Context: an optimization exercise on an open-source flow, tuned for small area. The choices shown serve that exercise and are no tape-out recipe. The RTL was checked by simulation tests, not by an equivalence proof against the original design. Power and IR drop assume default switching activity.

### flow/design.v
`default_nettype none
package stackPkg;
    localparam int DEFAULT_ADDR_WIDTH = 7;    
    localparam int DATA_WIDTH = 8;
    typedef logic [DATA_WIDTH-1:0] dataWord;
endpackage
`default_nettype wire
`default_nettype none
package commandPkg;
    typedef logic [3:0] buttonCode;
    typedef enum logic [2:0] {
        cmdNone,
        cmdPush,      
        cmdPop,       
        cmdAdd,       
        cmdSub,       
        cmdTop,       
        cmdIncAddr,   
        cmdDecAddr    
    } calcCommand;
    localparam buttonCode BTN_RELEASED = 4'b0000;   
    localparam buttonCode BTN_CLEAR    = 4'b1010;   
    localparam buttonCode BTN_PUSH     = 4'b0001;
    localparam buttonCode BTN_POP      = 4'b0010;
    localparam buttonCode BTN_ADD      = 4'b0101;
    localparam buttonCode BTN_SUB      = 4'b0110;
    localparam buttonCode BTN_TOP      = 4'b1001;
    localparam buttonCode BTN_DEC_ADDR = 4'b1110;
    localparam buttonCode BTN_INC_ADDR = 4'b1101;
    typedef enum logic [3:0] {
        stIdle,
        stPushWrite,       
        stReadFirst,       
        stCaptureFirst,    
        stClearFirst,      
        stReadSecond,      
        stCaptureSecond,   
        stWriteResult,     
        stPopWrite         
    } seqState;
endpackage
`default_nettype wire
`default_nettype none
module stackMemory
(
    input  wire logic         CLK,
    input  wire logic [7:0]   tapWe,      
    input  wire logic [7:0]   wrData,     
    output logic [7:0][7:0]   tapRd       
);
    logic [7:0][15:0][7:0] ring;
    logic [7:0][15:0][7:0] ringNext;
    always_comb
    begin
        for (int r = 0; r < 8; r++)
        begin
            tapRd[r]       = ring[r][15];
            ringNext[r][0] = tapWe[r] ? wrData : ring[r][15];
            for (int s = 1; s < 16; s++)
                ringNext[r][s] = ring[r][s - 1];
        end
    end
    always_ff @(posedge CLK)
    begin
        ring <= ringNext;
    end
endmodule
`default_nettype wire
`default_nettype none
import stackPkg::*;
import commandPkg::*;
module stackCalculator
(
    input  wire logic      CLK,
    input  wire logic      rst,
    input  commandPkg::buttonCode      buttons,
    input  stackPkg::dataWord        switches,
    output logic [7:0]     leds,
    output stackPkg::dataWord        displayValue
);
    localparam logic [1:0] K_PUSH = 2'd0;    
    localparam logic [1:0] K_SHOW = 2'd1;    
    localparam logic [1:0] K_ADD  = 2'd2;    
    localparam logic [1:0] K_SUB  = 2'd3;    
    logic [3:0] phase;         
    logic       armed;
    logic [6:0] top;           
    logic [6:0] da;
    stackPkg::dataWord dv;     
    logic       pendZ;         
    logic       pendD;         
    logic       sFirst;        
    logic [1:0] kind;
    logic isPush, isPop, isAdd, isSub, isTop, isInc, isDec, isClear, isCmd, fire;
    assign isPush  = (buttons == BTN_PUSH);
    assign isPop   = (buttons == BTN_POP);
    assign isAdd   = (buttons == BTN_ADD);
    assign isSub   = (buttons == BTN_SUB);
    assign isTop   = (buttons == BTN_TOP);
    assign isInc   = (buttons == BTN_INC_ADDR);
    assign isDec   = (buttons == BTN_DEC_ADDR);
    assign isClear = (buttons == BTN_CLEAR);
    assign isCmd   = isPush | isPop | isAdd | isSub | isTop | isInc | isDec;
    assign fire    = armed & isCmd;
    logic empty, canCombine;
    assign empty      = (top == 7'd0);
    assign canCombine = (top != 7'd0) && (top != 7'h7F);
    logic [6:0] step;
    assign step = ((isInc || isDec) ? da : top) + ((isPush || isDec) ? 7'h7F : 7'd1);
    logic [3:0] phaseNext, topLoP1, daLoP1;
    assign phaseNext = phase + 4'd1;
    assign topLoP1   = top[3:0] + 4'd1;
    assign daLoP1    = da[3:0] + 4'd1;
    logic gM1, g0, gP1, hM1, h0, hP1;
    assign gM1 = (phaseNext == top[3:0]);      
    assign g0  = (phase == top[3:0]);          
    assign gP1 = (phase == topLoP1);           
    assign hM1 = (phaseNext == da[3:0]);       
    assign h0  = (phase == da[3:0]);           
    assign hP1 = (phase == daLoP1);            
    logic [2:0] tapF, tapE;
    always_comb
    begin
        tapF = top[6:4];
        if (gM1 && top[3:0] == 4'h0)
            tapF = top[6:4] - 3'd1;
        else if (gP1 && top[3:0] == 4'hF)
            tapF = top[6:4] + 3'd1;
        tapE = da[6:4];
        if (hM1 && da[3:0] == 4'h0)
            tapE = da[6:4] - 3'd1;
        else if (hP1 && da[3:0] == 4'hF)
            tapE = da[6:4] + 3'd1;
    end
    logic       useE;
    logic [2:0] tap;
    logic [7:0][7:0] tapRd;
    stackPkg::dataWord rd;
    assign tap = useE ? tapE : tapF;
    assign rd  = tapRd[tap];
    logic isSubK;
    stackPkg::dataWord sum, result;
    assign isSubK = (kind == K_SUB);
    assign sum    = rd + dv + {7'd0, isSubK && !sFirst};     
    assign result = (isSubK && sFirst) ? ~sum : sum;         
    logic [6:0] topN, daN;
    logic       pendZN, pendDN, sFirstN, armedN;
    logic [1:0] kindN;
    stackPkg::dataWord dvN;
    logic       we;
    logic       wrZero;
    stackPkg::dataWord wrData;
    always_comb
    begin
        topN    = top;
        daN     = da;
        pendZN  = pendZ;
        pendDN  = pendD;
        sFirstN = sFirst;
        kindN   = kind;
        dvN     = dv;
        armedN  = armed;
        we      = 1'b0;
        wrZero  = 1'b0;
        useE    = 1'b0;
        if (buttons == BTN_RELEASED)
            armedN = 1'b1;
        else if (isCmd)
            armedN = 1'b0;
        if (fire)
        begin
            pendZN  = 1'b0;
            pendDN  = 1'b0;
            sFirstN = 1'b0;
            useE    = isInc || isDec;
            if (isPush)
            begin
                topN   = step;
                daN    = step;
                dvN    = switches;
                kindN  = K_PUSH;
                we     = gM1;
                pendDN = !gM1;
            end
            else if ((isPop && !empty) || ((isAdd || isSub) && canCombine))
            begin
                topN   = step;
                daN    = step;
                kindN  = isAdd ? K_ADD : (isSub ? K_SUB : K_SHOW);
                we     = g0;
                wrZero = 1'b1;
                pendZN = !g0;
                pendDN = !gP1;
                if (g0 && !isPop)
                    dvN = isSub ? ~rd : rd;              
                if (gP1)
                begin
                    if (isPop)
                        dvN = rd;
                    else
                    begin
                        dvN     = isSub ? ~rd : rd;      
                        sFirstN = 1'b1;
                        pendDN  = 1'b1;
                    end
                end
            end
            else if (isTop)
            begin
                daN    = top;
                kindN  = K_SHOW;
                pendDN = !g0;
                if (g0)
                    dvN = rd;
            end
            else if (isInc || isDec)
            begin
                daN    = step;
                kindN  = K_SHOW;
                pendDN = !(isInc ? hP1 : hM1);
                if (isInc ? hP1 : hM1)
                    dvN = rd;
            end
        end
        else if (pendZ && hM1)
        begin
            useE   = 1'b1;
            we     = 1'b1;
            wrZero = 1'b1;
            pendZN = 1'b0;
            if (kind[1])
                dvN = sFirst ? result : (isSubK ? ~rd : rd);
        end
        else if (pendD && h0)
        begin
            useE = 1'b1;
            case (kind)
                K_PUSH:
                begin
                    we     = 1'b1;
                        pendDN = 1'b0;
                end
                K_SHOW:
                begin
                    dvN    = rd;
                    pendDN = 1'b0;
                end
                default:
                begin
                    we     = 1'b1;
                    pendDN = 1'b0;
                    if (!sFirst)
                        dvN = result;
                end
            endcase
        end
        if (isClear)
        begin
            topN = '0;
            daN  = '0;
            dvN  = '0;
        end
        if (rst)
        begin
            armedN = 1'b1;
            topN   = '0;
            daN    = '0;
            dvN    = '0;
            pendZN = 1'b0;
            pendDN = 1'b0;
        end
    end
    assign wrData = wrZero ? '0 : dvN;
    logic [7:0] tapWe;
    always_comb
    begin
        tapWe = '0;
        tapWe[tap] = we;
    end
    stackMemory i_stackMemory (
        .CLK    (CLK),
        .tapWe  (tapWe),
        .wrData (wrData),
        .tapRd  (tapRd)
    );
    always_ff @(posedge CLK)
    begin
        phase  <= phaseNext;
        armed  <= armedN;
        top    <= topN;
        da     <= daN;
        dv     <= dvN;
        pendZ  <= pendZN;
        pendD  <= pendDN;
        sFirst <= sFirstN;
        kind   <= kindN;
    end
    assign leds         = {empty, da};
    assign displayValue = dv;
endmodule
`default_nettype wire
### flow/flow/run.sh
#!/bin/bash
# The standard layout (standard.sh, unchanged synthesis), with these changes:
# the port buffers are the smallest buffer cell, clock tree synthesis uses no
# dummy loads, and power recovery (downsizing of gates off the critical paths)
# runs after global routing.
set -euo pipefail
export BUFFER_PORTS_ARGS="-buffer_cell sky130_fd_sc_hd__buf_1"
export CTS_ARGS="-sink_clustering_enable -repair_clock_nets -dont_use_dummy_load -sink_clustering_size 18 -sink_clustering_max_diameter 50 -buf_list sky130_fd_sc_hd__clkbuf_8"
export RECOVER_POWER=100
bash standard.sh > standard.log 2>&1
### flow/standard.sh
#!/bin/bash
# synth_recipe.tcl (not shown) runs the flow's synth.tcl, then flattens the netlist and writes it again
# the make line also repeats each setting of config.mk as NAME=value (left out here)
make -C /OpenROAD-flow-scripts/flow DESIGN_CONFIG=/design/flow/config.mk WORK_HOME=/design/flow/orfs CLKGATE_MAP_FILE= SYNTH_SCRIPT=/design/flow/synth_recipe.tcl "${@:-finish}"
### flow/config.mk
export PLATFORM = sky130hd
export DESIGN_NAME = stackCalculator
export DESIGN_NICKNAME = stackCalculator
export VERILOG_FILES = /design/flow/design.v
export SDC_FILE = /design/flow/constraint.sdc
export NUM_CORES = 4
export LEC_CHECK = 0
export CAP_MARGIN = 20
export CORE_MARGIN = 2
export CORE_UTILIZATION = 40
export CTS_BUF_LIST = sky130_fd_sc_hd__clkbuf_8
export CTS_CLUSTER_DIAMETER = 50
export CTS_CLUSTER_SIZE = 18
export SLEW_MARGIN = 20
### flow/constraint.sdc
create_clock -name core_clock -period 6.0 [get_ports {CLK}]
set_input_delay 1.2000 -clock core_clock [delete_from_list [all_inputs] [get_ports {CLK}]]
set_output_delay 1.2000 -clock core_clock [all_outputs]
set_load 0.01 [all_outputs]
==> results.yml, run 1 <==
status:
  status: "timing/DRC/antenna clean"
sta:
  hold_viol_final: 0
  fin_ws_ns: 0.369
  fmax_ghz: 0.178
  drv_slew: 0
  fin_crit_sh_pct: 93.8
  hold_slack_ns: 0.278
  rsz0062_at_grt: "false"
  period_needed_ns: 5.63
  worst_slew_pin_slew_ns: 1.13
  fin_worst_skew_ns: 0.0765
  fin_setup_tns_ns: 0
  relSlewSlack_pct: 24.2
  setup_viol: 0
global_route:
  antenna_found_initial: 1
  overflow: 0
  grt_start_max_net_pins: 23
  grt_pass1_wl_um: 64300
  grt_pass1_vias: 11500
  track_usage_pct: 12.7
final_layout:
  drive_gt1_share_pct: 11.5
  fin_nets: 1854
  final_cell_count_no_fill: 2662
  post-route-util_pct: 44.6
  final_cell_mix: "dfxtp_1, clkbuf_8, nand2_1"
  area.growth.synth_to_final_pct: 9.81
  final_common_cell: "dfxtp_1"
  design_area_sq_mm: 0.0282
synthesis:
  yosysSeqAreaShare_pct: 82.5
  synth_edf_count: 3
  syn_inst: 1681
  synth_flop_cell: "dfxtp_1"
  ys_types: 84
  synth-async-reset-ratio_pct: 0
  synth.avg_cell_area_sq_um: 15.3
  yosys_warnings: 2
  synthesis.area_sq_mm: 0.0257
  ys_ff_latch: 1056
power:
  p_clk_share_pct: 29.5
  peakVddDrop_mv: 0.142
  leakagePower_nw: 11.1
  p_sw_share_pct: 20.1
  power_density_mw_per_mm2: 373
  seqPwrFrac_pct: 67.8
  switching_power_mw: 2.12
  power_frac_comb_pct: 2.7
  p_int_mw: 8.40
  fin_total_pwr_mw: 10.5
cts:
  holdBufCountCts: 0
  cts.sinks: 1056
  cts_tree: "done"
  cts.clk_slew.worst_paths_ns: 0.10
  numCtsBuffers: 80
  cts_buffer_depth: 3
  root_buffer: "clkbuf_8"
  cts_htree_levels: 3
  clock_latency_ns: 0.68
setup_path:
  arrival_ns: 6.21
  timing.critical_path.fanout_max: 8
  start_kind: "register"
  r2r_start: "phase[0]"
  critPathCaptureType: "register"
  required_ns: 6.58
  crit_type: "reg -> reg"
  reg2reg_to: "i_stackMemory.ring[899]"
  ff2ff_path_depth: 25
  r2r_setup_slack_ns: 0.37
placement:
  dp_slack_ns: -0.148
  port_buffers: 29
  placed_area_sq_mm: 0.0271
  gp_congestion: 0.900
  dp_cells: 2577
  hpwl_um: 27600
hold_path:
  hold_end: "i_stackMemory.ring[700]"
  hold_class: "reg -> reg"
  min-delay-start: "i_stackMemory.ring[692]"
  min_path_cells: 0
floorplanning:
  pin_count: 30
  placementRows: 92
  dieWidth_um: 257
  die-height_um: 257
  core_sq_mm: 0.0632
  die-area_sq_mm: 0.0662
  start_util_pct: 40.6
route:
  ant_nets: 0
  viasPerCell: 4.37
  drcViolationCount: 0
  routedWlPerCell_um: 15.5
  wl_um: 41400
  drtPass1Iterations: 5
  drt-initial-drc-count: 629
  num_vias: 11600
flow_run:
  cap_violations: 0
[sequential cells by signal, indices dropped and copies added, names as in the netlist]
signal              count
dv                      8
pendD                   1
phase                   4
da                      7
top                     7
armed                   1
kind                    2
pendZ                   1
sFirst                  1
i_stackMemory.ring   1024
[routing by layer]
layer  GRT usage (%)  vias up  routed length [um]
met5               0        -                   0
met3            3.30       90                2480
met2            18.3      256               17100
li1                -     5762                   -
met4            4.94        0                1070
met1            18.1     5537               20700
[timing repair]
action	CTS	global route
endpoints found under the setup margin	0	34
setup buffers	0	1
gates resized for setup	0	4
hold endpoints to repair	0	0
[kinds of logic after synthesis]
group	after synthesis	synth area share [%]
and+or+nand+nor	215	4.14
adders and majority gates	26	1.36
xor gates and xnor gates	47	1.66
DFF	1056	82.5
muxes	117	5.10
AOI/OAI and AO/OA	157	4.17
buffers and inverters	63	1.07
[critical path: stages, from the launching register on]
cell and delay [ns]:
dfxtp_1 0.32, ha_1 0.23, xor3_1 0.35, or3_1 0.35
or3b_4 0.46, o211ai_4 0.30, buf_4 0.17, a31oi_2 0.10
buf_12 0.16, inv_2 0.08, mux2i_1 0.29, mux2i_4 0.12
fa_1 0.43, clkbuf_4 0.15, nor2b_1 0.11, o21ai_1 0.09
nand2_1 0.08, nor2_1 0.04, nor2_1 0.14, nor3_1 0.07
o21ai_0 0.15, o21ai_0 0.11, a221oi_1 0.47, nor3b_1 0.32
clkbuf_2 0.25, mux2_2 0.18
[synthesized netlist by cell type, types with 5 or more instances]
master,count,area share [%]
dfxtp_1,1053,82
ha_1,23,1.1
a31oi_1,6,0.15
inv_1,27,0.39
a211oi_1,8,0.23
o21ai_1,8,0.16
nor2_1,62,0.91
xnor2_1,29,0.99
xor2_1,17,0.58
a21o_1,8,0.23
nand3_1,14,0.27
nand2_1,63,0.92
o21ai_0,37,0.72
or3_1,8,0.20
nor4_1,7,0.17
a21oi_1,34,0.66
nor3_1,14,0.27
clkbuf_1,15,0.22
o21bai_1,5,0.15
buf_2,8,0.16
mux2_2,64,2.8
nor2b_1,7,0.17
nand2b_1,13,0.32
mux2i_1,46,1.8
[worst max-delay path by stage]
stage                     from                      end  depth (start not counted)
CTS                     top[1]  i_stackMemory.ring[391]                         26
global route            top[1]    i_stackMemory.ring[3]                         27
global placement    buttons[1]                    dv[7]                         25
finish                phase[0]  i_stackMemory.ring[899]                         25
detailed placement  buttons[1]  i_stackMemory.ring[519]                         24
floorplan           buttons[0]  i_stackMemory.ring[391]                         23
[cell type report]
| cell class | count | area [sq um] |
|---|---|---|
| clock buffers | 80 | 1100 |
| multi-input cells | 562 | 4210 |
| flip-flops and latches | 1056 | 21200 |
| fillers | 5572 | 35000 |
| well taps | 846 | 1060 |
| inverters | 31 | 116 |
| repair buffers | 83 | 512 |
| diodes | 4 | 10.0 |
[power groups by stage]
stage / logic (mW) / registers (mW) / clock network [mW]
5_1_grt: 0.310 / 7.14 / 3.52
3_3_place_gp: 0.284 / 7.29 / 0
2_1_floorplan: 0.188 / 7.28 / 0
6_report: 0.282 / 7.13 / 3.11
3_5_place_dp: 0.286 / 7.29 / 0
4_1_cts: 0.287 / 7.13 / 3.28
==> run 2, diff against run 1 <==
--- a/flow/flow/run.sh
+++ b/flow/flow/run.sh
@@ -6,5 +6,5 @@
 set -euo pipefail
 export BUFFER_PORTS_ARGS="-buffer_cell sky130_fd_sc_hd__buf_1"
-export CTS_ARGS="-sink_clustering_enable -repair_clock_nets -dont_use_dummy_load -sink_clustering_size 18 -sink_clustering_max_diameter 50 -buf_list sky130_fd_sc_hd__clkbuf_8"
+export CTS_ARGS="-sink_clustering_enable -repair_clock_nets -dont_use_dummy_load -sink_clustering_size 10 -sink_clustering_max_diameter 35 -buf_list sky130_fd_sc_hd__clkbuf_4"
 export RECOVER_POWER=100
 bash standard.sh > standard.log 2>&1
--- a/flow/config.mk
+++ b/flow/config.mk
@@ -9,6 +9,4 @@
 export CORE_MARGIN = 2
 export CORE_UTILIZATION = 40
-export CTS_BUF_LIST = sky130_fd_sc_hd__clkbuf_8
-export CTS_CLUSTER_DIAMETER = 50
-export CTS_CLUSTER_SIZE = 18
+export GPL_TIMING_DRIVEN = 0
 export SLEW_MARGIN = 20
==> run 2 against run 1 <==
  * Clock power down 2%
  * Critical endpoint is now i_stackMemory.ring[263]
  * First-iteration DRC count shrank 10%
  * Core utilization is 0.22 points higher
==> results.yml, run 2 <==
setup_path:
  r2r_setup_slack_ns: 0.24
  required_ns: 6.79
  crit_type: "reg -> reg"
  ff2ff_path_depth: 24
  cpPeakStageDelay_ns: 0.40
  timing.critical_path.fanout_max: 6
  crit_buf_inv: 4
  critPathCaptureType: "register"
  reg2reg_to: "i_stackMemory.ring[263]"
  cpMaxStageDelayCell: "mux2i_4"
  worstSetupStartpoint: "phase[0]"
  critical_path_depth: 24
  critPathTopFamily: "multiplexers"
  crit_end: "i_stackMemory.ring[263]"
  arrival_ns: 6.54
  start_kind: "register"
  path_cells: "ha_4, xor3_1, or3_4, or3b_1, buf_2, o211ai_4, mux2i_4, buf_4, buf_8, buf_6, mux2i_1, mux2i_1, mux2_4, ha_1, a21boi_1, o21ai_1, nand2b_1, a21o_1, a21oi_2, xnor2_2, o2111a_1, mux2i_4, nor2_2, mux2_2"
  r2r_start: "phase[0]"
cts:
  clock_latency_ns: 0.97
  root_buffer: "clkbuf_4"
  cts.clk_slew.worst_paths_ns: 0.09
  cts.sinks: 1056
  cts_htree_levels: 4
  numCtsBuffers: 141
  cts_tree: "done"
  holdBufCountCts: 0
  cts_buffer_depth: 3
synthesis:
  synth_area_leaders: "dfxtp_1, mux2_2, mux2i_1"
  synth_common_cells: "dfxtp_1, mux2_2, nand2_1"
  syn_inst: 1681
  synth.avg_cell_area_sq_um: 15.3
  synth_top_cell_by_area: "dfxtp_1"
  yosysSeqAreaShare_pct: 82.5
  synth_edf_count: 3
  ys_types: 84
  synth-async-reset-ratio_pct: 0
  synth_flop_cell: "dfxtp_1"
  ys_ff_latch: 1056
  synth_top_area_share_pct: 82.2
  synth_most_common_cell: "dfxtp_1"
  yosys_warnings: 2
  synthesis.area_sq_mm: 0.0257
final_layout:
  register_area_sq_mm: 0.0212
  design_area_sq_mm: 0.0283
  largest-register: "i_stackMemory.ring"
  largestRegisters: "i_stackMemory.ring (1024), dv (8)"
  final_cell_mix: "dfxtp_1, clkbuf_4, nand2_1"
  drive_gt1_share_pct: 16.2
  fin_nets: 1914
  multiInputGateArea_sq_mm: 0.00443
  area.growth.synth_to_final_pct: 10.3
  final_common_cell: "dfxtp_1"
  fill_cells: 5622
  largest_register_ffs: 1024
power:
  switching_power_mw: 2.20
  peakVddDrop_mv: 0.125
  leakagePower_nw: 11.2
  power_frac_comb_pct: 2.9
  p_int_mw: 8.29
  seqPwrFrac_pct: 67.9
  p_clk_share_pct: 29.1
  p_sw_share_pct: 20.9
  power_density_mw_per_mm2: 370
placement:
  port_buffers: 29
  gp_congestion: 0.872
  placed_area_sq_mm: 0.0268
  hpwl_um: 26900
sta:
  relSlewSlack_pct: 24.3
  drv_slew: 0
  fin_worst_skew_ns: 0.103
  period_needed_ns: 5.76
  rsz0062_at_grt: "true"
  fmax_ghz: 0.174
  worst_slew_pin_slew_ns: 1.12
  setup_viol: 0
  fin_crit_sh_pct: 95.9
  hold_slack_ns: 0.232
  hold_viol_final: 0
floorplanning:
  placementRows: 92
  die-area_sq_mm: 0.0662
  core_sq_mm: 0.0632
  dieWidth_um: 257
  die-height_um: 257
  pin_count: 30
  start_util_pct: 40.6
global_route:
  antenna_found_initial: 1
  grt_pass1_wl_um: 65200
  overflow: 0
  grt_pass1_vias: 11900
  grt_start_max_net_pins: 17
  track_usage_pct: 13.1
flow_run:
  cap_violations: 0
route:
  routedWlPerCell_um: 15.5
  drt-initial-drc-count: 564
  wl_um: 42100
  viasPerCell: 4.42
  ant_nets: 0
  drtPass1Iterations: 5
  drcViolationCount: 0
  num_vias: 12000
hold_path:
  hold_class: "reg -> reg"
status:
  status: "timing/DRC/antenna clean"
## run 2: worst register-to-register path: stages, from the launching register on
cell	delay [ns]
dfxtp_1	0.34
ha_4	0.18
xor3_1	0.34
or3_4	0.35
or3b_1	0.35
buf_2	0.18
o211ai_4	0.27
mux2i_4	0.40
buf_4	0.18
buf_8	0.09
buf_6	0.15
mux2i_1	0.21
mux2i_1	0.09
mux2_4	0.31
ha_1	0.33
a21boi_1	0.16
o21ai_1	0.14
nand2b_1	0.12
a21o_1	0.22
a21oi_2	0.17
xnor2_2	0.11
o2111a_1	0.28
mux2i_4	0.21
nor2_2	0.10
mux2_2	0.31
## run 2: worst min-delay path by stage
stage | from | end | slack (ns) | cells past startpoint
2_1_floorplan | i_stackMemory.ring[992] | i_stackMemory.ring[1000] | 0.31 | 0
3_3_place_gp | i_stackMemory.ring[318] | i_stackMemory.ring[326] | 0.31 | 0
3_5_place_dp | i_stackMemory.ring[164] | i_stackMemory.ring[172] | 0.31 | 0
4_1_cts | i_stackMemory.ring[175] | i_stackMemory.ring[183] | 0.22 | 0
5_1_grt | i_stackMemory.ring[175] | i_stackMemory.ring[183] | 0.23 | 0
6_report | i_stackMemory.ring[175] | i_stackMemory.ring[183] | 0.23 | 0
## run 2: layout make-up
| type | count | share of cell area (%) |
|---|---|---|
| diodes | 1 | 0.00884 |
| plain buffers | 30 | 0.605 |
| clock buffers | 141 | 3.74 |
| inverters | 31 | 0.420 |
| multi-input cells | 562 | 15.7 |
| flip-flops and latches | 1056 | 74.8 |
| well taps | 846 | 3.74 |
| repair buffers | 52 | 1.05 |
## run 2: power by group through the flow
stage / clock network, mW / logic (mW) / registers [mW]
6_report: 3.06 / 0.306 / 7.12
5_1_grt: 3.54 / 0.332 / 7.14
4_1_cts: 3.25 / 0.293 / 7.13
3_5_place_dp: 0 / 0.274 / 7.29
3_3_place_gp: 0 / 0.271 / 7.28
2_1_floorplan: 0 / 0.188 / 7.28
## run 2: kinds of logic after synthesis
| family | Yosys count | share of synthesized area [%] |
|---|---|---|
| and+or+nand+nor | 215 | 4.14 |
| xor gates and xnor gates | 47 | 1.66 |
| muxes | 117 | 5.10 |
| DFF | 1056 | 82.5 |
| AOI/OAI and AO/OA | 157 | 4.17 |
| buffers and inverters | 63 | 1.07 |
| adders and majority gates | 26 | 1.36 |
## run 2: layer usage
metal  GRT usage, %  routed length [um]
met5              0                   0
met4           7.25                1780
met3           4.28                2400
met2           17.9               16900
met1           18.3               21000
## run 2: what timing repair did
action                     in CTS  in global routing
pin swaps                       3                  9
cloned                          0                  0
hold endpoints to repair        0                  0
setup endpoints to repair      61                 43
resized for setup              29                 30
buffers inserted               12                 11
## run 2: metrics by stage
step | utilization [%] | worst slack [ns] | std cells | power (mW) | setup TNS, ns
after detailed placement | 42.5 | -1.67 | 2556 | 7.56 | -71.17
after global placement | 42.5 | -1.63 | 2556 | 7.56 | -68.20
final | 44.8 | 0.244 | 2719 | 10.5 | 0
after global routing | 44.8 | -0.0136 | 2719 | 11.0 | -0.0294
after floorplan | - | 0.188 | 1681 | 7.47 | 0
after CTS | 44.5 | 0.00287 | 2707 | 10.7 | 0
==> run 3, diff against run 2 <==
--- a/flow/config.mk
+++ b/flow/config.mk
@@ -8,5 +8,5 @@
 export CAP_MARGIN = 20
 export CORE_MARGIN = 2
-export CORE_UTILIZATION = 40
-export GPL_TIMING_DRIVEN = 0
+export CORE_UTILIZATION = 60
+export PLACE_DENSITY = 0.7
 export SLEW_MARGIN = 20
==> run 3 against run 2 <==
  * Sequential cell count did not move
  * Synthesized cell count did not move
  * Still clean on timing, DRC and antenna
  * Critical path depth did not move
  * Clock skew fell by 0.017 ns
  * Die area fell by 33%
  * First-iteration DRC count rose by 27%
  * Fmax rose by 2.5%
  * Core utilization rose by 21 points
  * Sequential power barely moved
==> results.yml, run 3 <==
synthesis:
  synth_top_cell_by_area: "dfxtp_1"
  synth_area_leaders: "dfxtp_1, mux2_2, mux2i_1"
  synth_most_common_cell: "dfxtp_1"
  synth_top_area_share_pct: 82.2
  yosysSeqAreaShare_pct: 82.5
  syn_inst: 1681
  synth_flop_cell: "dfxtp_1"
  ys_types: 84
  ys_ff_latch: 1056
  synthesis.area_sq_mm: 0.0257
  synth_common_cells: "dfxtp_1, mux2_2, nand2_1"
  synth-async-reset-ratio_pct: 0
  synth.avg_cell_area_sq_um: 15.3
  synth_edf_count: 3
  yosys_warnings: 2
final_layout:
  register_area_sq_mm: 0.0212
  final_cell_mix: "dfxtp_1, clkbuf_4, nand2_1"
  drive_gt1_share_pct: 13.9
  largest_register_ffs: 1024
  post-route-util_pct: 65.8
  fill_cells: 3027
  final_common_cell: "dfxtp_1"
  largest-register: "i_stackMemory.ring"
  fin_nets: 1904
  largestRegisters: "i_stackMemory.ring (1024), dv (8)"
  design_area_sq_mm: 0.0277
  multiInputGateArea_sq_mm: 0.00422
  area.growth.synth_to_final_pct: 7.87
global_route:
  overflow: 0
  track_usage_pct: 19.0
  antenna_found_initial: 2
  grt_pass1_vias: 11800
  grt_start_max_net_pins: 23
  grt_pass1_wl_um: 62400
route:
  viasPerCell: 4.90
  ant_nets: 0
  drtPass1Iterations: 5
  routedWlPerCell_um: 16.7
  drt-initial-drc-count: 718
  wl_um: 40200
  drcViolationCount: 0
  num_vias: 11800
sta:
  fin_setup_tns_ns: 0
  drv_slew: 0
  setup_viol: 0
  fin_ws_ns: 0.386
  fin_crit_sh_pct: 93.6
  relSlewSlack_pct: 33.8
  fin_worst_skew_ns: 0.0868
  period_needed_ns: 5.61
  hold_viol_final: 0
  fmax_ghz: 0.178
  rsz0062_at_grt: "false"
  worst_slew_pin_slew_ns: 0.986
floorplanning:
  start_util_pct: 61.0
  dieWidth_um: 211
  placementRows: 75
  core_sq_mm: 0.0420
  pin_count: 30
  die-area_sq_mm: 0.0444
  die-height_um: 211
flow_run:
  cap_violations: 0
status:
  status: "timing/DRC/antenna clean"
cts:
  cts_tree: "done"
  cts.clk_slew.worst_paths_ns: 0.10
  cts_htree_levels: 4
  numCtsBuffers: 131
  clock_latency_ns: 0.93
  cts_buffer_depth: 3
  cts_setup_buffers: 0
  root_buffer: "clkbuf_4"
  cts.sinks: 1056
setup_path:
  r2r_start: "phase[0]"
  reg2reg_to: "i_stackMemory.ring[7]"
  ff2ff_path_depth: 24
  start_kind: "register"
  r2r_setup_slack_ns: 0.39
  crit_type: "reg -> reg"
  timing.critical_path.fanout_max: 9
  crit_end: "i_stackMemory.ring[7]"
  critPathCaptureType: "register"
  arrival_ns: 6.41
  required_ns: 6.80
  worstSetupStartpoint: "phase[0]"
power:
  peakVddDrop_mv: 0.261
  leakagePower_nw: 11.1
  fin_total_pwr_mw: 10.3
  power_density_mw_per_mm2: 373
placement:
  port_buffers: 29
  hpwl_um: 27100
  dp_slack_ns: -0.172
  gp_congestion: 0.878
  placed_area_sq_mm: 0.0267
hold_path:
  hold_class: "reg -> reg"
-- run 3: routing by layer --
layer	vias to the layer above	share of wire, %	track usage [%]
li1	5895	-	-
met1	5539	50	26.1
met2	266	43	27.9
met3	87	4.8	5.10
met4	0	2.7	9.81
met5	-	0	0
-- run 3: repair_timing --
action | in CTS | in global routing
hold buffers | 0 | 0
setup endpoints to repair | 0 | 19
gates resized for setup | 0 | 3
hold endpoints to repair | 0 | 0
-- run 3: worst min-delay path by stage --
stage	slack (ns)	cells past startpoint	to	from
final	0.28	0	i_stackMemory.ring[37]	i_stackMemory.ring[29]
after global routing	0.28	0	i_stackMemory.ring[939]	i_stackMemory.ring[931]
after CTS	0.28	0	i_stackMemory.ring[37]	i_stackMemory.ring[29]
after detailed placement	0.31	0	i_stackMemory.ring[21]	i_stackMemory.ring[13]
after global placement	0.31	0	i_stackMemory.ring[58]	i_stackMemory.ring[50]
after floorplan	0.31	0	i_stackMemory.ring[1000]	i_stackMemory.ring[992]
-- run 3: worst max-delay path, cell delays in order, from the launching register on --
cell and delay (ns):
dfxtp_1 0.31, ha_1 0.34, xor2_1 0.19, or3_1 0.42, or3b_4 0.45, o211ai_4 0.32
a211oi_1 0.10, a31oi_2 0.16, buf_4 0.21, mux2i_1 0.23, mux2i_1 0.09, mux2_2 0.29
ha_1 0.27, nor2b_1 0.12, o21ai_1 0.17, a21boi_0 0.15, o21ai_0 0.18, nand2b_1 0.09
a21o_1 0.18, a21oi_1 0.25, xnor2_1 0.14, o2111a_1 0.25, mux2i_1 0.19, nor2_2 0.11
mux2_2 0.32
-- run 3: final cells by class --
cell class	instances	share of cell area [%]
Clock buffer	131	3.55
Multi-Input combinational cell	562	15.2
Inverter	31	0.420
Tap cell	539	2.44
Sequential cell	1056	76.5
Timing Repair Buffer	82	1.83
Antenna cell	5	0.0452
-- run 3: power breakdown --
part	internal (mW)	total [mW]	switching [mW]
sequential	7.09	7.13	0.0406
clock	1.01	2.92	1.91
combinational	0.114	0.279	0.165
total	8.21	10.3	2.12
-- run 3: logic make-up after synthesis --
kind of cell	Yosys count	share of synthesized area, %
AO/OA/AOI/OAI	157	4.17
XOR/XNOR	47	1.66
adder cells (fa/ha/maj)	26	1.36
buffers and inverters	63	1.07
flip-flops	1056	82.5
multiplexers	117	5.10
AND/OR/NAND/NOR	215	4.14
-- run 3: stage by stage --
stage	cells	hold WS, ns
after floorplan	1681	0.310
after global placement	2270	0.310
after detailed placement	2270	0.312
after CTS	2401	0.275
after global routing	2406	0.277
final	2406	0.281
==> run 4, diff against run 3 <==
--- a/flow/config.mk
+++ b/flow/config.mk
@@ -8,5 +8,7 @@
 export CAP_MARGIN = 20
 export CORE_MARGIN = 2
-export CORE_UTILIZATION = 60
-export PLACE_DENSITY = 0.7
+export CORE_UTILIZATION = 40
+export CTS_BUF_LIST = sky130_fd_sc_hd__clkbuf_8
+export CTS_CLUSTER_DIAMETER = 50
+export CTS_CLUSTER_SIZE = 18
 export SLEW_MARGIN = 20
==> run 4 against run 3 <==
  * Global-route usage shrank 6.0 points
  * Sequential share of layout area shrank 1.2 points
  * Via count grew 1.4%
  * Clock-buffer cell count grew 11
  * Fmax shrank 0.34%
  * Critical path depth grew 1
  * Largest power group unchanged
  * Largest cell class unchanged
  * Hold slack lost 0.059 ns
  * Still clean
  * Critical endpoint is now i_stackMemory.ring[260]
  * Sequential cell count is the same
  * Final area grew 1.6%
  * Clock power grew 4%
==> results.yml, run 4 <==
synthesis:
  yosys.area_share.simple_pct: 4.14
  synth_edf_count: 3
  syn_inst: 1681
  ys_ff_latch: 1056
  synth-adder-area-share_pct: 1.36
  synth-async-reset-ratio_pct: 0
  ys_types: 84
  synth_most_common_cell: "dfxtp_1"
  synthXorXnorAreaFrac_pct: 1.66
  synth_compound_area_share_pct: 4.17
  synth_top_area_share_pct: 82.2
  synthesis.area_sq_mm: 0.0257
  synth_flop_cell: "dfxtp_1"
  synth.area.mux_share_pct: 5.10
  synth.avg_cell_area_sq_um: 15.3
  yosys_warnings: 2
  synth_area_leaders: "dfxtp_1, mux2_2, mux2i_1"
  synth_common_cells: "dfxtp_1, mux2_2, nand2_1"
  yosysSeqAreaShare_pct: 82.5
  synth_top_family_by_area: "multiplexers"
  synth_top_cell_by_area: "dfxtp_1"
cts:
  root_buffer: "clkbuf_4"
  cts.sinks: 1056
  cts_htree_levels: 4
  cts.clk_slew.worst_paths_ns: 0.09
  cts_tree: "done"
  holdBufCountCts: 0
  clock_latency_ns: 0.96
  cts_buffer_depth: 3
  numCtsBuffers: 142
hold_path:
  hold_class: "reg -> reg"
global_route:
  antenna_found_initial: 2
  grt_pass1_vias: 12100
  grt_pass1_wl_um: 65600
  overflow: 0
  track_usage_pct: 13.1
  grt_start_max_net_pins: 23
setup_path:
  required_ns: 6.74
  arrival_ns: 6.38
  crit_type: "reg -> reg"
  critPathCaptureType: "register"
  start_kind: "register"
  timing.critical_path.fanout_max: 8
final_layout:
  design_area_sq_mm: 0.0281
  final_cell_mix: "dfxtp_1, clkbuf_4, nor2_1, nand2_1, mux2_2"
  final_common_cell: "dfxtp_1"
  largestRegisters: "i_stackMemory.ring (1024), dv (8)"
  area.growth.synth_to_final_pct: 9.63
  fin_nets: 1916
  final_cell_count_no_fill: 2722
  largest-register: "i_stackMemory.ring"
  largest_register_ffs: 1024
  drive_gt1_share_pct: 14.4
sta:
  fin_ws_ns: 0.366
  fin_crit_sh_pct: 93.9
  worst_slew_pin_slew_ns: 1.08
  fin_setup_tns_ns: 0
  rsz0062_at_grt: "false"
  setup_viol: 0
  relSlewSlack_pct: 27.7
  period_needed_ns: 5.63
  fin_worst_skew_ns: 0.113
  hold_viol_final: 0
  fmax_ghz: 0.178
  hold_slack_ns: 0.222
  drv_slew: 0
placement:
  hpwl_um: 27600
  placed_area_sq_mm: 0.0271
  dp_slack_ns: -0.148
  dp_cells: 2577
  gp_congestion: 0.900
  port_buffers: 29
floorplanning:
  dieWidth_um: 257
  start_util_pct: 40.6
  die-height_um: 257
  core_sq_mm: 0.0632
  die-area_sq_mm: 0.0662
  pin_count: 30
  placementRows: 92
status:
  status: "timing/DRC/antenna clean"
route:
  drt-initial-drc-count: 602
  drtPass1Iterations: 5
  routedWlPerCell_um: 15.4
  drcViolationCount: 0
  viasPerCell: 4.39
  num_vias: 11900
  wl_um: 42000
  ant_nets: 0
flow_run:
  cap_violations: 0
power:
  peakVddDrop_mv: 0.124
  leakagePower_nw: 11.2
  power_density_mw_per_mm2: 372
[run 4: cell counts after synthesis]
No cell type changed its count.
[run 4: path summary, 6_finish.rpt]
path,slack (ns),to,from,depth (start not counted)
setup reg to reg,0.37,i_stackMemory.ring[260],phase[0],25
hold / removal,0.22,i_stackMemory.ring[982],i_stackMemory.ring[974],0
hold reg to reg,0.22,i_stackMemory.ring[982],i_stackMemory.ring[974],0
setup / recovery,0.37,i_stackMemory.ring[260],phase[0],25
[run 4: final cells by class]
class | instances | area, sq um
tap | 846 | 1060
antenna | 2 | 5.00
fill | 5618 | 35100
timing repair buffer | 83 | 514
inverter | 31 | 116
sequential | 1056 | 21200
clock buffer | 142 | 1070
multi-input combinational | 562 | 4200
[run 4: repair_timing]
item	4_1_cts	5_1_grt
setup endpoints to repair	0	31
buffers inserted	0	1
gates resized for setup	0	4
[run 4: power breakdown]
group / internal, mW / switching (mW)
sequential: 7.09 / 0.0375
combinational: 0.111 / 0.171
clock: 1.09 / 1.96
total: 8.29 / 2.17
[run 4: metrics by stage]
step / util (%) / total power, mW
finish: 44.5 / 10.5
detailed placement: 42.9 / 7.58
floorplan: - / 7.47
global placement: 42.9 / 7.57
global route: 44.5 / 11.0
CTS: 44.6 / 10.7
[run 4: critical path, stage by stage, from the launching register on]
cell	delay (ns)
dfxtp_1	0.32
ha_1	0.23
xor3_1	0.35
or3_1	0.35
or3b_4	0.45
o211ai_4	0.31
mux2i_4	0.30
buf_12	0.15
mux2i_1	0.20
mux2i_1	0.13
mux2i_4	0.18
fa_1	0.23
inv_1	0.06
fa_1	0.39
nand2_1	0.10
nand2_1	0.06
a21oi_1	0.18
clkbuf_4	0.16
xnor2_1	0.13
nor2_1	0.06
a21oi_1	0.13
a22oi_1	0.08
o221a_2	0.26
o211ai_1	0.12
or2_0	0.36
o21ai_0	0.17
[run 4: logic make-up (layout without fill, tap and decap cells)]
kind of cell             after synthesis  in the layout
other                                  0              2
multiplexers                         117            117
AO/OA/AOI/OAI                        157            157
adder cells (fa/ha/maj)               26             26
flip-flops                          1056           1056
AND/OR/NAND/NOR                      215            215
XOR/XNOR                              47             47
buffers and inverters                 63            256
[run 4: routing by layer]
metal  up-vias  GRT usage, %  wire length, um
li1       5930             -                -
met1      5664          17.8            21100
met2       263          18.7            17500
met3        92          4.52             2310
met4         0          5.99             1060
met5         -             0                0
==> run 5, diff against run 4 <==
--- a/flow/flow/run.sh
+++ b/flow/flow/run.sh
@@ -6,5 +6,5 @@
 set -euo pipefail
 export BUFFER_PORTS_ARGS="-buffer_cell sky130_fd_sc_hd__buf_1"
-export CTS_ARGS="-sink_clustering_enable -repair_clock_nets -dont_use_dummy_load -sink_clustering_size 10 -sink_clustering_max_diameter 35 -buf_list sky130_fd_sc_hd__clkbuf_4"
+export CTS_ARGS="-sink_clustering_enable -repair_clock_nets -dont_use_dummy_load -sink_clustering_size 12 -sink_clustering_max_diameter 40 -buf_list sky130_fd_sc_hd__clkbuf_4"
 export RECOVER_POWER=100
 bash standard.sh > standard.log 2>&1
==> run 5 against run 4 <==
  * Die area unchanged
  * Clock skew increased by 0.037 ns
  * Synthesized cell count stayed put
  * Synthesized area stayed put
  * Global-route usage fell by 0.31 points
  * Worst setup slack better by 0.033 ns
  * Wire length down 1.3%
  * Critical path type unchanged
  * Highest routed layer unchanged
==> results.yml, run 5 <==
status:
  status: "timing/DRC/antenna clean"
global_route:
  grt_pass1_wl_um: 64800
  track_usage_pct: 12.8
  overflow: 0
  grt_start_max_net_pins: 23
  antenna_found_initial: 3
  grt_pass1_vias: 11800
sta:
  relSlewSlack_pct: 25.3
  hold_viol_final: 0
  drv_slew: 0
  worst_slew_pin_slew_ns: 1.11
  hold_slack_ns: 0.228
  period_needed_ns: 5.60
  fin_worst_skew_ns: 0.150
  fmax_ghz: 0.179
  fin_setup_tns_ns: 0
  rsz0062_at_grt: "false"
  setup_viol: 0
  fin_crit_sh_pct: 93.4
placement:
  hpwl_um: 27600
  port_buffers: 29
  placed_area_sq_mm: 0.0271
  gp_congestion: 0.900
synthesis:
  synth_flop_cell: "dfxtp_1"
  yosys_warnings: 2
  synth_most_common_cell: "dfxtp_1"
  synth-async-reset-ratio_pct: 0
  ys_ff_latch: 1056
  synth_area_leaders: "dfxtp_1, mux2_2, mux2i_1"
  synth.avg_cell_area_sq_um: 15.3
  syn_inst: 1681
  ys_types: 84
  yosysSeqAreaShare_pct: 82.5
  synth_top_cell_by_area: "dfxtp_1"
  synth_common_cells: "dfxtp_1, mux2_2, nand2_1"
  synth_top_area_share_pct: 82.2
  synthesis.area_sq_mm: 0.0257
  synth_edf_count: 3
setup_path:
  required_ns: 6.68
  cpMaxStageDelayCell: "or3b_4"
  r2r_setup_slack_ns: 0.40
  arrival_ns: 6.28
  start_kind: "register"
  critPathCaptureType: "register"
  cpPeakStageDelay_ns: 0.45
  r2r_start: "phase[0]"
  path_cells: "ha_1, xor3_1, or3_1, or3b_4, o211ai_4, mux2i_1, buf_12, mux2_2, nand2_1, o21ai_0, a21oi_2, inv_1, ha_1, o21ai_1, a21boi_0, o21ai_0, nand2b_1, a21o_1, a21oi_1, xnor2_1, o2111a_1, mux2i_1, nor2_1, mux2_2"
  reg2reg_to: "i_stackMemory.ring[7]"
  ff2ff_path_depth: 24
  timing.critical_path.fanout_max: 8
  crit_type: "reg -> reg"
route:
  ant_nets: 0
  drt-initial-drc-count: 596
  drtPass1Iterations: 5
  num_vias: 11800
  viasPerCell: 4.40
  routedWlPerCell_um: 15.4
  wl_um: 41500
  drcViolationCount: 0
cts:
  cts_buffer_depth: 3
  root_buffer: "clkbuf_4"
  numCtsBuffers: 111
  cts_htree_levels: 3
  cts.sinks: 1056
  clock_latency_ns: 0.90
  cts.clk_slew.worst_paths_ns: 0.09
  cts_tree: "done"
final_layout:
  largest_register_ffs: 1024
  drive_gt1_share_pct: 12.8
  largestRegisters: "i_stackMemory.ring (1024), dv (8)"
  design_area_sq_mm: 0.0279
  final_common_cell: "dfxtp_1"
  fin_nets: 1885
  largest-register: "i_stackMemory.ring"
  area.growth.synth_to_final_pct: 8.65
  final_cell_mix: "dfxtp_1, clkbuf_4, nor2_1, nand2_1, mux2_2"
hold_path:
  hold_end: "i_stackMemory.ring[970]"
  hold_class: "reg -> reg"
  min-delay-start: "i_stackMemory.ring[962]"
  min_path_cells: 0
floorplanning:
  dieWidth_um: 257
  core_sq_mm: 0.0632
  die-area_sq_mm: 0.0662
  die-height_um: 257
  placementRows: 92
  pin_count: 30
  start_util_pct: 40.6
flow_run:
  cap_violations: 0
power:
  power_density_mw_per_mm2: 364
  peakVddDrop_mv: 0.130
  leakagePower_nw: 11.0
-- run 5: cells by family (layout without fill, tap and decap cells) --
logic type,Yosys count,in the layout,synth area share (%)
compound gates,157,157,4.17
xor+xnor,47,47,1.66
fa+ha+maj,26,26,1.36
buf+inv,63,225,1.07
flops,1056,1056,82.5
mux,117,117,5.10
other cells,0,2,0
simple gates,215,215,4.14
-- run 5: area by class of cell --
cell class | instances | area [sq um]
Fill cell | 5633 | 35300
Sequential cell | 1056 | 21200
Multi-Input combinational cell | 562 | 4190
Tap cell | 846 | 1060
Clock buffer | 111 | 833
Timing Repair Buffer | 83 | 508
Inverter | 31 | 116
Antenna cell | 2 | 5.00
-- run 5: power by group --
part	switching (mW)	internal [mW]
sequential	0.0372	7.09
combinational	0.169	0.110
clock	1.89	0.847
-- run 5: repair_timing --
action | 4_1_cts | 5_1_grt
buffers inserted | 0 | 1
hold buffers | 0 | 0
setup endpoints to repair | 0 | 22
gates resized for setup | 0 | 4
-- run 5: worst max-delay path by stage --
stage               start  slack, ns                      end  cells past startpoint
6_report         phase[0]       0.40    i_stackMemory.ring[7]                     24
5_1_grt          phase[0]       0.02    i_stackMemory.ring[7]                     24
4_1_cts            top[1]       0.20    i_stackMemory.ring[7]                     26
3_5_place_dp   buttons[1]      -0.15  i_stackMemory.ring[519]                     24
3_3_place_gp   buttons[1]      -0.13                    dv[7]                     25
2_1_floorplan  buttons[0]       0.19  i_stackMemory.ring[391]                     23
-- run 5: routing by layer --
| metal | vias to the layer above | track usage, % | share of wire [%] |
|---|---|---|---|
| met5 | - | 0 | 0 |
| met1 | 5598 | 17.9 | 50 |
| met3 | 86 | 3.22 | 5.8 |
| met2 | 282 | 18.4 | 42 |
| met4 | 0 | 6.20 | 3.0 |
| li1 | 5864 | - | - |
-- run 5: worst max-delay path: cells and delay by family (launching register included) --
| kind | cells | cell delay (ns) |
|---|---|---|
| multiplexers | 4 | 1.12 |
| flip-flops | 1 | 0.31 |
| adder cells (fa/ha/maj) | 2 | 0.54 |
| XOR/XNOR | 2 | 0.49 |
| AO/OA/AOI/OAI | 9 | 1.64 |
| AND/OR/NAND/NOR | 5 | 1.09 |
| buffers and inverters | 2 | 0.23 |
-- run 5: per-stage QoR --
| stage | setup slack [ns] | total power [mW] | utilization (%) | instances |
|---|---|---|---|---|
| 2_1_floorplan | 0.188 | 7.47 | - | 1681 |
| 3_3_place_gp | -0.125 | 7.57 | 42.9 | 2577 |
| 3_5_place_dp | -0.148 | 7.58 | 42.9 | 2577 |
| 4_1_cts | 0.203 | 10.3 | 44.2 | 2688 |
| 5_1_grt | 0.0152 | 10.6 | 44.1 | 2690 |
| 6_report | 0.399 | 10.1 | 44.1 | 2691 |
==> run 6, diff against run 5 <==
--- a/flow/config.mk
+++ b/flow/config.mk
@@ -8,7 +8,5 @@
 export CAP_MARGIN = 20
 export CORE_MARGIN = 2
-export CORE_UTILIZATION = 40
-export CTS_BUF_LIST = sky130_fd_sc_hd__clkbuf_8
-export CTS_CLUSTER_DIAMETER = 50
-export CTS_CLUSTER_SIZE = 18
+export CORE_UTILIZATION = 60
+export PLACE_DENSITY = 0.7
 export SLEW_MARGIN = 20
==> run 6 against run 5 <==
  * Die area decreased by 33%
  * Power decreased by 0.56%
  * Synthesized cell count unchanged
  * Critical path type unchanged
  * First-iteration DRC count increased by 21%
  * Sequential cell count unchanged
  * Fmax decreased by 1.1%
  * Sequential power about the same
  * Largest cell class unchanged
  * Global-route usage increased by 5.8 points
  * Critical endpoint is now i_stackMemory.ring[4]
==> results.yml, run 6 <==
status:
  status: "timing/DRC/antenna clean"
global_route:
  antenna_found_initial: 4
  grt_start_max_net_pins: 23
  grt_pass1_wl_um: 61800
  overflow: 0
  grt_pass1_vias: 11600
  track_usage_pct: 18.6
floorplanning:
  start_util_pct: 61.0
  die-height_um: 211
  core_sq_mm: 0.0420
  pin_count: 30
  die-area_sq_mm: 0.0444
  placementRows: 75
  dieWidth_um: 211
synthesis:
  ys_types: 84
  ys_ff_latch: 1056
  synthesis.area_sq_mm: 0.0257
  synth-async-reset-ratio_pct: 0
  synth_top_area_share_pct: 82.2
  synth.avg_cell_area_sq_um: 15.3
  syn_inst: 1681
  yosys_warnings: 2
  synth_edf_count: 3
  synth_most_common_cell: "dfxtp_1"
  yosysSeqAreaShare_pct: 82.5
  synth_area_leaders: "dfxtp_1, mux2_2, mux2i_1"
  synth_top_cell_by_area: "dfxtp_1"
  synth_flop_cell: "dfxtp_1"
  synth_common_cells: "dfxtp_1, mux2_2, nand2_1"
final_layout:
  drive_gt1_share_pct: 13.3
  area.growth.synth_to_final_pct: 7.22
  post-route-util_pct: 65.4
  largestRegisters: "i_stackMemory.ring (1024), dv (8)"
  final_cell_mix: "dfxtp_1, clkbuf_4, nand2_1"
  final_common_cell: "dfxtp_1"
  design_area_sq_mm: 0.0275
  largest_register_ffs: 1024
  fill_cells: 3030
  fin_nets: 1880
  largest-register: "i_stackMemory.ring"
cts:
  cts_htree_levels: 3
  numCtsBuffers: 107
  cts.sinks: 1056
  cts.repair.resized: 0
  cts_setup_buffers: 0
  holdBufCountCts: 0
  cts_tree: "done"
  root_buffer: "clkbuf_4"
  cts_buffer_depth: 3
  clock_latency_ns: 0.86
  cts.clk_slew.worst_paths_ns: 0.11
route:
  routedWlPerCell_um: 16.7
  ant_nets: 0
  drcViolationCount: 0
  num_vias: 11700
  drt-initial-drc-count: 724
  wl_um: 39700
  viasPerCell: 4.90
  drtPass1Iterations: 5
placement:
  placed_area_sq_mm: 0.0267
  port_buffers: 29
  gp_congestion: 0.878
  hpwl_um: 27100
sta:
  fin_crit_sh_pct: 94.3
  drv_slew: 0
  hold_viol_final: 0
  period_needed_ns: 5.66
  worst_slew_pin_slew_ns: 1.02
  fin_worst_skew_ns: 0.105
  setup_viol: 0
  fmax_ghz: 0.177
  relSlewSlack_pct: 31.3
flow_run:
  cap_violations: 0
setup_path:
  crit_type: "reg -> reg"
  r2r_start: "phase[0]"
  arrival_ns: 6.31
  timing.critical_path.fanout_max: 8
  worstSetupStartpoint: "phase[0]"
  critPathCaptureType: "register"
  required_ns: 6.65
  start_kind: "register"
power:
  leakagePower_nw: 11.0
  power_density_mw_per_mm2: 367
  peakVddDrop_mv: 0.281
hold_path:
  hold_class: "reg -> reg"
  min-delay-start: "i_stackMemory.ring[4]"
-- run 6: cell counts after synthesis --
Identical to the previous run, type by type.
-- run 6: cell type report --
cell class	count	area, sq um	area share, %
diodes	5	12.5	0.0455
well taps	539	674	2.45
flip-flops and latches	1056	21200	77.0
inverters	31	116	0.423
repair buffers	82	505	1.84
multi-input cells	562	4230	15.4
clock buffers	107	803	2.92
-- run 6: routing by layer --
| metal | vias to the layer above | GRT usage (%) | routed length (um) |
|---|---|---|---|
| met3 | 62 | 4.36 | 1900 |
| li1 | 5845 | - | - |
| met5 | - | 0 | 0 |
| met4 | 0 | 7.41 | 752 |
| met1 | 5519 | 26.3 | 19900 |
| met2 | 244 | 27.9 | 17200 |
-- run 6: stage by stage --
| stage | std cells | hold WS (ns) | power [mW] | TNS, ns | setup WS, ns |
|---|---|---|---|---|---|
| detailed placement | 2270 | 0.312 | 7.58 | -1.73 | -0.172 |
| global placement | 2270 | 0.310 | 7.57 | 0 | 0.0383 |
| floorplan | 1681 | 0.310 | 7.47 | 0 | 0.188 |
| finish | 2382 | 0.236 | 10.1 | 0 | 0.339 |
| CTS | 2377 | 0.216 | 10.2 | 0 | 0.153 |
| global route | 2382 | 0.215 | 10.5 | -0.00995 | -0.00915 |
-- run 6: worst max-delay path, stage by stage (launching register included) --
cell and delay (ns):
dfxtp_1 0.32, ha_1 0.34, xor2_1 0.19, or3_1 0.42, or3b_4 0.45, o211ai_4 0.32, mux2i_4 0.39, buf_12 0.16
mux2i_1 0.20, mux2i_1 0.12, mux2i_4 0.18, fa_1 0.23, inv_1 0.06, fa_1 0.38, nand2_1 0.08, nand2_1 0.05
a21oi_1 0.20, buf_4 0.14, xnor2_1 0.13, nor2_1 0.06, a21oi_1 0.14, a22oi_1 0.09, o221a_2 0.28, o211ai_1 0.10
or2_1 0.29, o21ai_0 0.11
-- run 6: power breakdown --
| group | internal (mW) | switching (mW) | total, mW | leakage (nW) |
|---|---|---|---|---|
| clock network | 0.819 | 1.85 | 2.67 | 0.492 |
| registers | 7.09 | 0.0404 | 7.13 | 8.52 |
| logic | 0.116 | 0.167 | 0.282 | 2.00 |
| total | 8.03 | 2.06 | 10.1 | 11.0 |
-- run 6: cell families (layout without fill, tap and decap cells) --
kind of cell | Yosys count | in the layout | share of synthesized area (%)
other | 0 | 5 | 0
DFF | 1056 | 1056 | 82.5
buffers and inverters | 63 | 220 | 1.07
muxes | 117 | 117 | 5.10
AOI/OAI and AO/OA | 157 | 157 | 4.17
adders and majority gates | 26 | 26 | 1.36
and+or+nand+nor | 215 | 215 | 4.14
xor gates and xnor gates | 47 | 47 | 1.66
-- run 6: worst paths after layout --
path,endpoint,slack (ns),cells past startpoint
setup / recovery,i_stackMemory.ring[4],0.34,25
hold / removal,i_stackMemory.ring[12],0.24,0
setup reg to reg,i_stackMemory.ring[4],0.34,25
hold reg to reg,i_stackMemory.ring[12],0.24,0
==> run 7, diff against run 6 <==
--- a/flow/flow/run.sh
+++ b/flow/flow/run.sh
@@ -8,3 +8,5 @@
 export CTS_ARGS="-sink_clustering_enable -repair_clock_nets -dont_use_dummy_load -sink_clustering_size 12 -sink_clustering_max_diameter 40 -buf_list sky130_fd_sc_hd__clkbuf_4"
 export RECOVER_POWER=100
+export GPL_KEEP_OVERFLOW=0
+export REMOVE_ABC_BUFFERS=1
 bash standard.sh > standard.log 2>&1
==> run 7 against run 6 <==
  * Now fails the layout checks on max-capacitance violations, max-slew violations
  * Core utilization down 0.16 points
  * Cell count decreased by 1.4%
  * Final area decreased by 0.24%
  * Largest power group unchanged
  * Power increased by 0.15%
  * Highest routed layer unchanged
  * Synthesized area is the same
  * First-iteration DRC count fell by 1.8%
  * Clock power about the same
  * Combinational power barely moved
==> results.yml, run 7 <==
global_route:
  grt_pass1_wl_um: 64500
  overflow: 0
  antenna_found_initial: 2
  grt_start_max_net_pins: 24
  grt_pass1_vias: 11600
  track_usage_pct: 19.5
synthesis:
  synth_edf_count: 3
  synth-async-reset-ratio_pct: 0
  yosysSeqAreaShare_pct: 82.5
  syn_inst: 1681
  ys_types: 84
  synth_area_leaders: "dfxtp_1, mux2_2, mux2i_1"
  yosys_warnings: 2
  synthesis.area_sq_mm: 0.0257
  synth.avg_cell_area_sq_um: 15.3
  ys_ff_latch: 1056
  synth_top_cell_by_area: "dfxtp_1"
  synth_top_area_share_pct: 82.2
  synth_common_cells: "dfxtp_1, mux2_2, nand2_1"
  synth_flop_cell: "dfxtp_1"
  synth_most_common_cell: "dfxtp_1"
sta:
  hold_slack_ns: 0.281
  relSlewSlack_pct: -1.68
  period_needed_ns: 5.66
  fmax_ghz: 0.177
  fin_crit_sh_pct: 94.3
  fin_setup_tns_ns: 0
  fin_worst_skew_ns: 0.114
  setup_viol: 0
  worst_slew_pin_slew_ns: 1.52
  hold_viol_final: 0
  fin_ws_ns: 0.340
  drv_slew: 15
cts:
  root_buffer: "clkbuf_4"
  cts.clk_slew.worst_paths_ns: 0.11
  holdBufCountCts: 0
  numCtsBuffers: 106
  cts_htree_levels: 3
  clock_latency_ns: 0.88
  cts.sinks: 1056
  cts_buffer_depth: 3
  cts_tree: "done"
floorplanning:
  die-area_sq_mm: 0.0444
  die-height_um: 211
  pin_count: 30
  placementRows: 75
  start_util_pct: 61.0
  core_sq_mm: 0.0420
  dieWidth_um: 211
route:
  drtPass1Iterations: 4
  viasPerCell: 4.96
  wl_um: 41800
  ant_nets: 0
  drt-initial-drc-count: 711
  num_vias: 11600
  drcViolationCount: 0
  routedWlPerCell_um: 17.8
power:
  peakVddDrop_mv: 0.231
  leakagePower_nw: 10.9
  power_density_mw_per_mm2: 368
setup_path:
  start_kind: "register"
  critPathCaptureType: "register"
  timing.critical_path.fanout_max: 6
  cpPeakStageDelay_ns: 0.59
  arrival_ns: 6.41
  crit_type: "reg -> reg"
  cpMaxStageDelayCell: "or4b_1"
  required_ns: 6.75
flow_run:
  cap_violations: 1
placement:
  dp_cells: 2219
  dp_slack_ns: -1.37
  gp_congestion: 0.903
  placed_area_sq_mm: 0.0263
  hpwl_um: 27100
  port_buffers: 29
final_layout:
  fill_cells: 3054
  drive_gt1_share_pct: 12.6
  largest_register_ffs: 1024
  design_area_sq_mm: 0.0274
  area.growth.synth_to_final_pct: 6.96
  final_cell_mix: "dfxtp_1, clkbuf_4, nand2_1"
  final_cell_count_no_fill: 2348
  largestRegisters: "i_stackMemory.ring (1024), dv (8)"
  final_common_cell: "dfxtp_1"
  largest-register: "i_stackMemory.ring"
  fin_nets: 1846
hold_path:
  hold_class: "reg -> reg"
status:
  so_faults: "max-capacitance violations, max-slew violations"
  status: "complete, but fails checks"
-- run 7: cell types whose count changed in the layout (fill, tap and decap cells not counted), sizes merged --
cell | before | now
buf | 75 | 46
clkbuf | 114 | 108
inv | 29 | 28
mux2i | 49 | 50
clkinvlp | 0 | 1
-- run 7: final timing paths --
kind | cells after the start | end | startpoint | slack (ns)
setup reg to reg | 25 | i_stackMemory.ring[647] | phase[0] | 0.34
hold / removal | 0 | i_stackMemory.ring[911] | i_stackMemory.ring[903] | 0.28
setup / recovery | 25 | i_stackMemory.ring[647] | phase[0] | 0.34
hold reg to reg | 0 | i_stackMemory.ring[911] | i_stackMemory.ring[903] | 0.28
-- run 7: timing repair --
item,CTS,global route
pin swaps,1,3
setup buffers,7,10
setup endpoints to repair,61,46
cloned,1,0
resized for setup,12,18
-- run 7: final cells by class --
type / instances / area, sq um / share of cell area [%]
antenna: 5 / 12.5 / 0.0456
clock buffer: 106 / 796 / 2.90
inverter: 31 / 120 / 0.438
multi-input combinational: 563 / 4370 / 15.9
sequential: 1056 / 21200 / 77.2
tap: 539 / 674 / 2.46
timing repair buffer: 48 / 297 / 1.08
-- run 7: report_power, final --
| group | total (mW) | switching, mW | leakage, nW | internal [mW] |
|---|---|---|---|---|
| Combinational | 0.282 | 0.173 | 1.89 | 0.109 |
| Clock | 2.68 | 1.87 | 0.488 | 0.812 |
| Sequential | 7.14 | 0.0448 | 8.52 | 7.09 |
| Total | 10.1 | 2.09 | 10.9 | 8.01 |
-- run 7: stage by stage --
step | power (mW) | utilization [%]
6_report | 10.1 | 65.3
5_1_grt | 10.6 | 65.3
4_1_cts | 10.2 | 64.9
3_5_place_dp | 7.56 | 62.6
3_3_place_gp | 7.55 | 62.5
2_1_floorplan | 7.46 | -
-- run 7: cells by family (layout without fill, tap and decap cells) --
group                      after synthesis  in the layout  synth area share (%)
DFF                                   1056           1056                  82.5
AOI/OAI and AO/OA                      157            157                  4.17
xor gates and xnor gates                47             47                  1.66
buffers and inverters                   63            185                  1.07
and+or+nand+nor                        215            215                  4.14
other                                    0              5                     0
adders and majority gates               26             26                  1.36
muxes                                  117            118                  5.10
-- run 7: critical path, delay by kind of cell, from the launching register on --
kind / cells / cell delay (ns)
AO/OA/AOI/OAI: 9 / 1.61
AND/OR/NAND/NOR: 5 / 1.16
multiplexers: 4 / 1.13
adder cells (fa/ha/maj): 2 / 0.56
XOR/XNOR: 3 / 0.56
flip-flops: 1 / 0.37
buffers and inverters: 2 / 0.24
-- run 7: layer usage --
metal  global-route usage, %  routed length (um)
met4                    9.71                1730
met1                    27.2               20000
met2                    28.5               17800
met5                       0                   0
met3                    5.08                2210
==> run 8, diff against run 7 <==
--- a/flow/flow/run.sh
+++ b/flow/flow/run.sh
@@ -9,4 +9,3 @@
 export RECOVER_POWER=100
 export GPL_KEEP_OVERFLOW=0
-export REMOVE_ABC_BUFFERS=1
 bash standard.sh > standard.log 2>&1
==> run 8 against run 7 <==
  * Now clean on timing, DRC and antenna
  * Critical path depth fell by 4
  * Worst setup slack improved by 0.0079 ns
  * Power fell by 0.31%
  * Synthesized cell count unchanged
  * Final area down 0.19%
  * First-iteration DRC count increased by 0.98%
  * Wire length decreased by 1.2%
  * Clock power barely moved
  * Combinational power fell by 4%
  * Clock-buffer cell count shrank 2
  * Critical endpoint is now i_stackMemory.ring[387]
==> results.yml, run 8 <==
power:
  p_sw_share_pct: 20.6
  p_int_mw: 8.00
  seqPwrFrac_pct: 70.9
  p_clk_share_pct: 26.4
  peakVddDrop_mv: 0.245
  power_frac_comb_pct: 2.7
  leakagePower_nw: 10.9
  power_density_mw_per_mm2: 368
  fin_total_pwr_mw: 10.1
  switching_power_mw: 2.07
global_route:
  grt_start_max_net_pins: 24
  overflow: 0
  met1_usage_pct: 26.6
  use_met2_pct: 28.9
  busiest_layer: "met2"
  use_met3_pct: 4.79
  antenna_found_initial: 2
  grt_pass1_wl_um: 64000
  track_usage_pct: 19.3
  grt_pass1_vias: 11800
final_layout:
  design_area_sq_mm: 0.0274
  largest-register: "i_stackMemory.ring"
  multiInputGateArea_sq_mm: 0.00435
  fin_nets: 1846
  register_area_sq_mm: 0.0212
  post-route-util_pct: 65.2
  largestRegisters: "i_stackMemory.ring (1024), dv (8)"
  final_common_cell: "dfxtp_1"
  largest_register_ffs: 1024
  final_cell_mix: "dfxtp_1, clkbuf_4, nand2_1"
  final_cell_count_no_fill: 2346
  drive_gt1_share_pct: 12.6
  area.growth.synth_to_final_pct: 6.75
  fill_cells: 3039
synthesis:
  synth.avg_cell_area_sq_um: 15.3
  ys_types: 84
  yosys_warnings: 2
  synthesis.area_sq_mm: 0.0257
  synth_common_cells: "dfxtp_1, mux2_2, nand2_1"
  synth-async-reset-ratio_pct: 0
  synth_edf_count: 3
  synth_top_cell_by_area: "dfxtp_1"
  synth_area_leaders: "dfxtp_1, mux2_2, mux2i_1"
  synth_most_common_cell: "dfxtp_1"
  ys_ff_latch: 1056
  yosysSeqAreaShare_pct: 82.5
  synth_flop_cell: "dfxtp_1"
  synth_top_area_share_pct: 82.2
  syn_inst: 1681
setup_path:
  crit_type: "in -> reg"
  cpPeakStageDelay_ns: 0.51
  start_kind: "input port"
  r2r_start: "phase[0]"
  required_ns: 6.78
  arrival_ns: 6.43
  path_cells: "buf_1, nor2b_1, a21oi_1, nand2b_2, clkinvlp_4, o211ai_4, buf_4, or3b_2, nand2_8, mux2_2, ha_1, nor2b_1, o21ai_1, a21boi_0, nor2_1, nor3_1, o21ai_0, o21ai_0, a221oi_2, nor3b_2, mux2_2"
  cpMaxStageDelayCell: "or3b_2"
  worstSetupStartpoint: "buttons[1]"
  timing.critical_path.fanout_max: 23
  critPathCaptureType: "register"
  crit_buf_inv: 3
  critPathTopFamily: "simple AND/OR/NAND/NOR gates"
route:
  num_vias: 11700
  ant_nets: 0
  drtPass1Iterations: 5
  drt-initial-drc-count: 718
  viasPerCell: 4.99
  drcViolationCount: 0
  routedWlPerCell_um: 17.6
  wl_um: 41300
cts:
  numCtsBuffers: 104
  cts_buffer_depth: 3
  cts.sinks: 1056
  cts_htree_levels: 3
  root_buffer: "clkbuf_4"
  cts_tree: "done"
  clock_latency_ns: 0.86
  cts.clk_slew.worst_paths_ns: 0.11
sta:
  relSlewSlack_pct: 26.8
  fin_crit_sh_pct: 94.2
  worst_slew_pin_slew_ns: 1.09
  period_needed_ns: 5.65
  hold_viol_final: 0
  fmax_ghz: 0.177
  fin_worst_skew_ns: 0.0980
  rsz0062_at_grt: "false"
  drv_slew: 0
  fin_setup_tns_ns: 0
  setup_viol: 0
floorplanning:
  pin_count: 30
  die-area_sq_mm: 0.0444
  dieWidth_um: 211
  placementRows: 75
  core_sq_mm: 0.0420
  start_util_pct: 61.0
  die-height_um: 211
placement:
  gp_congestion: 0.879
  placed_area_sq_mm: 0.0263
  port_buffers: 29
  hpwl_um: 26700
  dp_cells: 2218
status:
  status: "timing/DRC/antenna clean"
hold_path:
  hold_class: "reg -> reg"
  min-delay-start: "i_stackMemory.ring[746]"
flow_run:
  cap_violations: 0
==> run 8: changes by cell type in the layout (fill, tap and decap cells not counted), moves of 3 or more <==
cell     previous run  this run
mux2_2             51        58
buf_4              13        17
mux2_1             15         8
o21ai_0            34        38
o21ai_1            10         7
==> run 8: worst paths after layout <==
| check | to | slack [ns] | depth (start not counted) |
|---|---|---|---|
| setup reg to reg | i_stackMemory.ring[387] | 0.36 | 22 |
| hold / removal | i_stackMemory.ring[754] | 0.28 | 0 |
| setup / recovery | i_stackMemory.ring[387] | 0.35 | 21 |
| hold reg to reg | i_stackMemory.ring[754] | 0.28 | 0 |
==> run 8: final cells by class <==
cell class	count	area share, %
timing repair buffer	50	1.04
clock buffer	104	2.85
multi-input combinational	563	15.9
inverter	31	0.438
tap	539	2.46
sequential	1056	77.3
antenna	3	0.0274
==> run 8: routing by layer <==
metal  vias up  routed length [um]
li1       5778                   -
met1      5566               19900
met2       272               17700
met3        94                2260
met4         0                1420
met5         -                   0
==> run 8: worst reg2reg max path: stages (launching register included) <==
cell,delay (ns)
dfxtp_2,0.37
ha_1,0.25
xor2_1,0.22
or4b_1,0.59
nor4_4,0.22
buf_4,0.18
a22oi_1,0.12
xor2_2,0.23
mux2i_4,0.24
buf_12,0.18
buf_4,0.16
mux2i_1,0.20
mux2i_1,0.09
mux2_2,0.33
ha_1,0.33
a21boi_0,0.16
nor2_1,0.20
nor3_1,0.07
o21ai_0,0.16
o21ai_0,0.15
a221oi_2,0.44
nor3b_2,0.50
mux2_2,0.26
==> run 8: cell families after synthesis <==
| group | Yosys count | synth area share [%] |
|---|---|---|
| compound gates | 157 | 4.17 |
| xor+xnor | 47 | 1.66 |
| fa+ha+maj | 26 | 1.36 |
| buf+inv | 63 | 1.07 |
| flops | 1056 | 82.5 |
| mux | 117 | 5.10 |
| simple gates | 215 | 4.14 |
==> run 8: stage by stage <==
stage                     worst slack, ns  hold WS [ns]
after floorplan                     0.188         0.310
after global placement              -1.28         0.309
after detailed placement            -1.39         0.312
after CTS                         0.00419         0.285
after global routing               0.0332         0.279
final                               0.348         0.280
==> run 8: timing repair <==
item	in CTS	in global routing
pin swaps	1	6
resized for setup	10	18
hold buffers	0	0
endpoints found under the hold margin	0	0
gates cloned	1	0
setup endpoints to repair	61	43
setup buffers	8	12
==> run 8: power groups by stage <==
stage	combinational, mW	sequential (mW)	clock, mW
after CTS	0.265	7.14	2.79
final	0.272	7.14	2.66
after global placement	0.251	7.30	0
after detailed placement	0.254	7.30	0
after global routing	0.298	7.15	3.06
after floorplan	0.188	7.28	0

Check on run 8: ideal ports give 0.348 ns setup slack; a clkbuf_16 on the clock port and buf_2 on the inputs give 0.355 ns; moving port delays by the midpoint clock arrival (0.858 ns) as well gives -0.490 ns.
